Source: an optimization exercise on an open RTL-to-GDS flow (aim: small area, a short achievable clock period and few clock cycles per item). Production flows keep margins and buffers that such runs may drop.

==> flow/design.v (excerpt) <==
module yuv2rgb_top #(
	parameter int img_width = 320,
	parameter int img_height = 240
) (
	input logic CLOCK_50_I,
	input logic Resetn,
	input logic start,
	input logic [15:0] read_data,
	output logic [15:0] write_data,
	output logic [17:0] address,
	output logic write_en_n,
	output logic done
);
clock: 11.0 ns
lec_check: 0
cap_margin: 20
core_margin: 2
core_utilization: 40
slew_margin: 20
run.sh (not shown) runs the stock make flow with config.mk's settings and CLKGATE_MAP_FILE= SYNTH_SCRIPT=/design/flow/synth_recipe.tcl, a recipe that flattens the netlist after the stock synthesis.
Next try:
--- a/flow/design.v
+++ b/flow/design.v
@@ -80,33 +80,37 @@
 		case (ph)
 			4'd1, 4'd4: address <= {2'd0, ycnt};
 			4'd7, 4'd8: address <= c_addr;
 			default: address <= {1'b1, rgb};
 		endcase
 	end
-	logic [7:0] cw [0:11];
-	logic [7:0] us, vs;
+	logic [7:0] uw [0:6];
+	logic [7:0] vw [0:6];
+	logic fir_v;
 	logic l_lo;
 	logic cl_l0, cl_l1, cl_r7, cl_r8, cl_r9;
 	always_ff @(posedge CLOCK_50_I) begin
-		if ((ph == 4'd0) || (ph == 4'd1) || (ph == 4'd5) || (ph == 4'd6)) begin
-			for (int k = 0; k < 11; k++) begin
-				cw[k] <= cw[k + 1];
+		if ((ph == 4'd0) || (ph == 4'd5)) begin
+			for (int k = 0; k < 5; k++) begin
+				uw[k] <= uw[k + 1];
+			end
+			uw[5] <= (ph == 4'd0) ? read_data[15:8] : uw[6];
+			if (ph == 4'd0) begin
+				uw[6] <= read_data[7:0];
 			end
-			case (ph)
-				4'd5: cw[11] <= us;
-				4'd6: cw[11] <= vs;
-				default: cw[11] <= read_data[15:8];
-			endcase
-		end
-		if (ph == 4'd0) begin
-			us <= read_data[7:0];
 		end
-		if (ph == 4'd1) begin
-			vs <= read_data[7:0];
+		if ((ph == 4'd1) || (ph == 4'd6)) begin
+			for (int k = 0; k < 5; k++) begin
+				vw[k] <= vw[k + 1];
+			end
+			vw[5] <= (ph == 4'd1) ? read_data[15:8] : vw[6];
+			if (ph == 4'd1) begin
+				vw[6] <= read_data[7:0];
+			end
 		end
+		fir_v <= (ph == 4'd0) || (ph == 4'd5);
 		l_lo <= (ph == 4'd1) || (ph == 4'd6);
 		if (ph == 4'd9) begin
 			cl_l0 <= (col == 7'd0);
 			cl_l1 <= 1'b0;
 			cl_r7 <= 1'b0;
 			cl_r8 <= (col == 7'(macros_per_row - 1));
@@ -122,18 +126,18 @@
 	end
 	logic [7:0] e0, e1, e2, e3, e4, e5;
 	logic [7:0] t0, t1, t3, t4, t5;
 	logic [8:0] tap_a, tap_b, tap_c;
 	logic [16:0] f_ra, f_rb, f_sum;
 	logic [8:0] fir_out;
-	assign e0 = cw[0];
-	assign e1 = cw[2];
-	assign e2 = cw[4];
-	assign e3 = cw[6];
-	assign e4 = cw[8];
-	assign e5 = cw[10];
+	assign e0 = fir_v ? vw[0] : uw[0];
+	assign e1 = fir_v ? vw[1] : uw[1];
+	assign e2 = fir_v ? vw[2] : uw[2];
+	assign e3 = fir_v ? vw[3] : uw[3];
+	assign e4 = fir_v ? vw[4] : uw[4];
+	assign e5 = fir_v ? vw[5] : uw[5];
 	assign t0 = cl_l0 ? e2 : (cl_l1 ? e1 : e0);
 	assign t1 = cl_l0 ? e2 : e1;
 	assign t3 = cl_r9 ? e2 : e3;
 	assign t4 = cl_r9 ? e2 : (cl_r8 ? e3 : e4);
 	assign t5 = cl_r9 ? e2 : (cl_r8 ? e3 : (cl_r7 ? e4 : e5));
 	always_ff @(posedge CLOCK_50_I) begin
@@ -795,14 +799,14 @@
 	always_ff @(posedge CLOCK_50_I) begin
 		if ((ph == 4'd4) || (ph == 4'd7)) begin
 			yreg <= read_data;
 		end
 		l_reg <= l_ra + l_rb;
 		if ((ph == 4'd0) || (ph == 4'd5)) begin
-			pu <= {~cw[4][7], ~cw[4][7], cw[4][6:0]};
-			pv <= {~cw[5][7], ~cw[5][7], cw[5][6:0]};
+			pu <= {~uw[2][7], ~uw[2][7], uw[2][6:0]};
+			pv <= {~vw[2][7], ~vw[2][7], vw[2][6:0]};
 		end
 		if ((ph == 4'd1) || (ph == 4'd6)) begin
 			pu <= fir_out;
 		end
 		if ((ph == 4'd2) || (ph == 4'd7)) begin
 			pv <= fir_out;
=>
- The new run finished with timing, DRC and antenna clean
- setup slack gains 0.052 ns
- hold slack gains 0.019 ns
- global-route usage grows by 1.2 points
- final area grows by 4.3%
- clock-buffer cell count grows by 10
- non-clock buffer count grows by 6
- register-to-register slack gains 0.05 ns
- maximum frequency grows by 1.1%
- clock skew hardly moves
- wire length grows by 14%
- synthesized cell count grows by 5.8%
No functional check of the RTL was part of any run of this note.

static timing again, ports no longer ideal:
The results above use ideal ports. As a check the final layouts listed here were re-extracted and re-timed, cells and wires unchanged. Step 1 sets driving cells, clkbuf_16 on the clock port and buf_2 on the other inputs (assumed; they add their load-dependent delay and slew). Step 2 adds t to the input delays and takes it off the output delays; t is the mean of the earliest and latest rising clock arrival at the registers after step 1. Input paths then give back, and output paths get back, about the clock's delay inside the block. Three values: no drivers, after step 1, after step 2; two values: the first two.
run	t (ns)	setup slack, ns	hold WS [ns]	cell pins on the clock port's net
the first run	0.625	6.303 / 6.303 / 6.303	0.411 / 0.411 / 0.411	1
the second run	0.632	6.354 / 6.354 / 6.354	0.431 / 0.431 / 0.431	1
After both steps setup and hold are still met in every run listed.
